This is an optimization exercise on Yosys and OpenROAD, whose aim is small area, a short achievable clock period and few clock cycles per item, not a production implementation.
In this exercise RTL edits were held to simulation tests only and were not proved equivalent to the original.
Power is estimated from default activity; no workload was simulated.

== trial 95 ==
==> flow/design.v (excerpt) <==
module second_chance_cache_set_top #(
  parameter int MAX_ENTRIES = 16
) (
  input  wire logic              clk_i,
  input  wire logic              rst_ni,
  input  wire logic              cfg_we_i,
  input  wire logic [scs_pkg::CFG_W-1:0]  cfg_wdata_i,
  input  wire logic              s_axis_tvalid,
  output logic                   s_axis_tready,
  input  wire logic [63:0]       s_axis_tdata,
  input  wire logic [1:0]        s_axis_tuser,
  output logic                   m_axis_tvalid,
  input  wire logic              m_axis_tready,
  output logic [39:0]            m_axis_tdata,
  output logic [0:0]             m_axis_tuser
);
  localparam int N         = MAX_ENTRIES;
  localparam int P         = MAX_ENTRIES + 1;    
  localparam int KW        = scs_pkg::KEY_W;
  localparam int VW        = scs_pkg::VAL_W;
  localparam int CNT_W     = $clog2(N + 1);
  localparam int CAP_RESET = (scs_pkg::RESET_CAPACITY > N) ? N : scs_pkg::RESET_CAPACITY;
  localparam int RES_W     = VW + 2;   
  logic          req_v_q;
  logic [1:0]    req_op_q;
  logic [KW-1:0] req_key_q;
  logic [VW-1:0] req_val_q;
  logic [P-1:0]  hit_q;     
  logic [P*KW-1:0] keys_q;
  logic [P*VW-1:0] vals_q;
  logic [P-1:0]    valid_q;
  logic [P-1:0]    ref_q;
  logic [P-1:0]    spare_q;    
  logic [P*P-1:0]  bef_q;      
  logic [CNT_W-1:0] count_q;
  logic [CNT_W-1:0] cap_q;
  logic             full_q;     
  logic             s_ready_q;   
  logic             m_v_q, sk_v_q;
  logic [RES_W-1:0] m_q, sk_q;
  logic exec, take;
  assign exec          = req_v_q & ~sk_v_q;
  assign take          = s_ready_q;           
  assign s_axis_tready = s_ready_q;
  assign m_axis_tvalid = m_v_q;
  assign m_axis_tdata  = {7'b0, m_q[VW:0]};
  assign m_axis_tuser  = m_q[VW+1];
  logic [P-1:0] ahead [P];
  always_comb begin
    for (int s = 0; s < P; s++) begin
      for (int j = 0; j < P; j++) begin
        if (j < s)       ahead[s][j] = bef_q[j*P+s];
        else if (j > s)  ahead[s][j] = ~bef_q[s*P+j];
        else             ahead[s][j] = 1'b0;
      end
    end
  end
  logic [P-1:0] hit, cand, vmask, pred_c, victim, free_next;
  logic         hit_any, any_cand, full;
  ...
Size in the first run: roughly 1400 flip-flops, ~120 I/O pins.
export LEC_CHECK = 0
export CAP_MARGIN = 20
export CORE_MARGIN = 2
export CORE_UTILIZATION = 40
export CTS_BUF_LIST = sky130_fd_sc_hd__clkbuf_8
export SETUP_SLACK_MARGIN = 3.3
export SLEW_MARGIN = 20
create_clock -name core_clock -period 6.0 [get_ports {clk_i}]
run.sh (not shown) runs the stock make flow with config.mk's settings and CLKGATE_MAP_FILE= SYNTH_SCRIPT=/design/flow/synth_recipe.tcl, a recipe that flattens the netlist after the stock synthesis.
No stage failed in trial 95, and the final checks on the layout all came back clean.
Testbench counts of trial 95, summed over its fixed seeds: cycles 20,016, requests 20,000.
Changes in trial 89 relative to trial 95:
-- flow/design.v --
<<< trial 95, line 40
  logic [KW-1:0] req_key_q;
  logic [VW-1:0] req_val_q;
  logic [P-1:0]  hit_q;     
  logic [P*KW-1:0] keys_q;
  logic [P*VW-1:0] vals_q;
>>> trial 89, line 40
  logic [KW-1:0] req_key_q;
  logic [VW-1:0] req_val_q;
  logic [P-1:0]  eq_q;      
  logic          eqp_q;     
  logic [P-1:0]  new_q;     
  logic          new_any_q;
  logic [P*KW-1:0] keys_q;
  logic [P*VW-1:0] vals_q;
<<< trial 95, line 70
    end
  end
  logic [P-1:0] hit, cand, vmask, pred_c, victim, free_next;
  logic         hit_any, any_cand, full;
  logic [VW-1:0] rd_val;
>>> trial 89, line 73
    end
  end
  logic [P-1:0] hit, cand, pred_c, pred_v, victim_c, head, victim, free_next;
  logic         hit_any, any_cand, full;
  logic [VW-1:0] rd_val;
<<< trial 95, line 76
  always_comb begin
    for (int s = 0; s < P; s++) begin
      hit[s] = hit_q[s];
    end
    hit_any  = |hit_q;
    cand     = valid_q & ~ref_q;
    any_cand = |cand;
    vmask = any_cand ? cand : valid_q;
    for (int s = 0; s < P; s++) begin
      pred_c[s] = |(vmask & ahead[s]);
    end
    victim = vmask & ~pred_c;
    for (int s = 0; s < P; s++) begin
      free_next[s] = ~(valid_q[s] | spare_q[s]);
>>> trial 89, line 79
  always_comb begin
    for (int s = 0; s < P; s++) begin
      hit[s] = (valid_q[s] & ~new_q[s] & eq_q[s]) | (new_q[s] & eqp_q);
    end
    hit_any  = |(valid_q & ~new_q & eq_q) | (eqp_q & new_any_q);
    cand     = valid_q & ~ref_q;
    any_cand = |cand;
    for (int s = 0; s < P; s++) begin
      pred_c[s]   = |(cand & ahead[s]);
      pred_v[s]   = |(valid_q & ahead[s]);
      victim_c[s] = cand[s] & ~pred_c[s];
      head[s]     = valid_q[s] & ~pred_v[s];
    end
    victim = any_cand ? victim_c : head;
    for (int s = 0; s < P; s++) begin
      free_next[s] = ~(valid_q[s] | spare_q[s]);
<<< trial 95, line 114
    rotc     = {P{full & any_cand}} & valid_q & ref_q & ~pred_c;
    rot      = {P{put_miss}} & rotc;
    clr_ref  = {P{put_miss & full}} & ref_q & ~(pred_c & {P{any_cand}});
    valid_m  = (valid_q & ~({P{full}} & victim)) | spare_q;
    spare_m  = full ? victim : free_next;
>>> trial 89, line 119
    rotc     = {P{full & any_cand}} & valid_q & ref_q & ~pred_c;
    rot      = {P{put_miss}} & rotc;
    clr_ref  = {P{put_miss & full}} & ref_q & ~pred_c;
    valid_m  = (valid_q & ~({P{full}} & victim)) | spare_q;
    spare_m  = full ? victim : free_next;
<<< trial 95, line 122
  assign res = {~hit_any & ~is_put, is_ref & rd_ref, is_get ? rd_val : {VW{1'b0}}};
  logic [KW-1:0] in_key;
  logic [P-1:0]  eq_d, valid_d, hit_d;
  logic          eqp_d;
  assign in_key = s_axis_tdata[KW-1:0];
>>> trial 89, line 127
  assign res = {~hit_any & ~is_put, is_ref & rd_ref, is_get ? rd_val : {VW{1'b0}}};
  logic [KW-1:0] in_key;
  logic [P-1:0]  eq_d;
  logic          eqp_d;
  assign in_key = s_axis_tdata[KW-1:0];
<<< trial 95, line 128
  always_comb begin
    for (int s = 0; s < P; s++) eq_d[s] = (keys_q[s*KW +: KW] == in_key);
    valid_d = put_miss ? valid_m : valid_o;
    hit_d   = (eq_d & valid_d & ~ins) | ({P{eqp_d}} & ins);
  end
  always_ff @(posedge clk_i) begin
>>> trial 89, line 133
  always_comb begin
    for (int s = 0; s < P; s++) eq_d[s] = (keys_q[s*KW +: KW] == in_key);
  end
  always_ff @(posedge clk_i) begin
<<< trial 95, line 152
      req_key_q <= s_axis_tdata[31:0];
      req_val_q <= s_axis_tdata[63:32];
      hit_q     <= hit_d;
    end
    if (sk_v_q) begin
>>> trial 89, line 155
      req_key_q <= s_axis_tdata[31:0];
      req_val_q <= s_axis_tdata[63:32];
      eq_q      <= eq_d;
      eqp_q     <= eqp_d;
    end
    if (sk_v_q) begin
<<< trial 95, line 193
      req_v_q   <= 1'b0;
      s_ready_q <= 1'b0;
      valid_q   <= '0;
      spare_q   <= P'(1);
>>> trial 89, line 197
      req_v_q   <= 1'b0;
      s_ready_q <= 1'b0;
      new_q     <= '0;
      new_any_q <= 1'b0;
      valid_q   <= '0;
      spare_q   <= P'(1);
<<< trial 95, line 204
      sk_v_q    <= sk_v_d;
      s_ready_q <= ~req_v_d | ~sk_v_d;
      valid_q <= valid_d;
      if (put_miss) spare_q <= spare_m;
      count_q <= count_d;
>>> trial 89, line 210
      sk_v_q    <= sk_v_d;
      s_ready_q <= ~req_v_d | ~sk_v_d;
      if (take) new_q <= ins;
      if (take) new_any_q <= put_miss;
      valid_q <= put_miss ? valid_m : valid_o;
      if (put_miss) spare_q <= spare_m;
      count_q <= count_d;
Notes after the runs:
- dfrtp_4 as the highest-delay cell along the critical path was reported by trial 95, and or4_4 by trial 89.
- Trial 89 ended up with a lower length of the first detailed-routing pass in iterations than trial 95 did.
- Sort trial 89 and trial 95 by count of non-filler cells in the finished layout asc -> top: trial 95
- Trial 89: PASS, flow complete, no timing, DRC or antenna violations
- Re non-clock buffer count: trial 89 is about 13% up on trial 95.
- Trial 89 vs. trial 95: share of total power in the clock network higher, met3 routing resource usage after global routing higher, final period utilization lower, logic gate share of total power lower, DRC marker count from the first detailed-route iteration higher.
- Leakage power summed over all cells delta for trial 89 relative to trial 95: about 4.5% higher
- Trial 89 ended up with a higher area occupied by registers than trial 95 did.
- Changes observed in trial 89 relative to trial 95: sequential cell power shows a reduction of 16%; worst slew margin relative to its limit shrank by 4.5 points.
Testbench counts of trial 89, summed over its fixed seeds: cycles 20,016, requests 20,000.

==> separate check: timing with driven ports <==
In the flow no input, the clock included, has a driving cell. The finished layouts below were timed again as built, in two steps. Step 1, drivers: a clkbuf_16 drives clk_i and a buf_2 each remaining input, both assumed. Step 2 times the ports against the registers' clock, not the clock port: input delays grow and output delays shrink by t, the midpoint of the rising clock arrivals with the driver on. Slacks: ideal / step 1 / step 2; pairs: ideal / step 1.
run	t, ns	setup slack, ns	latest minus earliest clock arrival (ns)	worst slew at a driven data input, ns	pins driven straight from the clock port
trial 95	1.066	2.849 / 2.849 / 2.032	0.077 / 0.078	0.10	1
trial 89	1.054	2.988 / 2.988 / 2.242	0.082 / 0.081	0.06	1
After both steps setup and hold are still met in every run listed. The setup slack of trial 95, which loses most, moves by 0.000 ns with the drivers and by -0.817 ns with both steps.
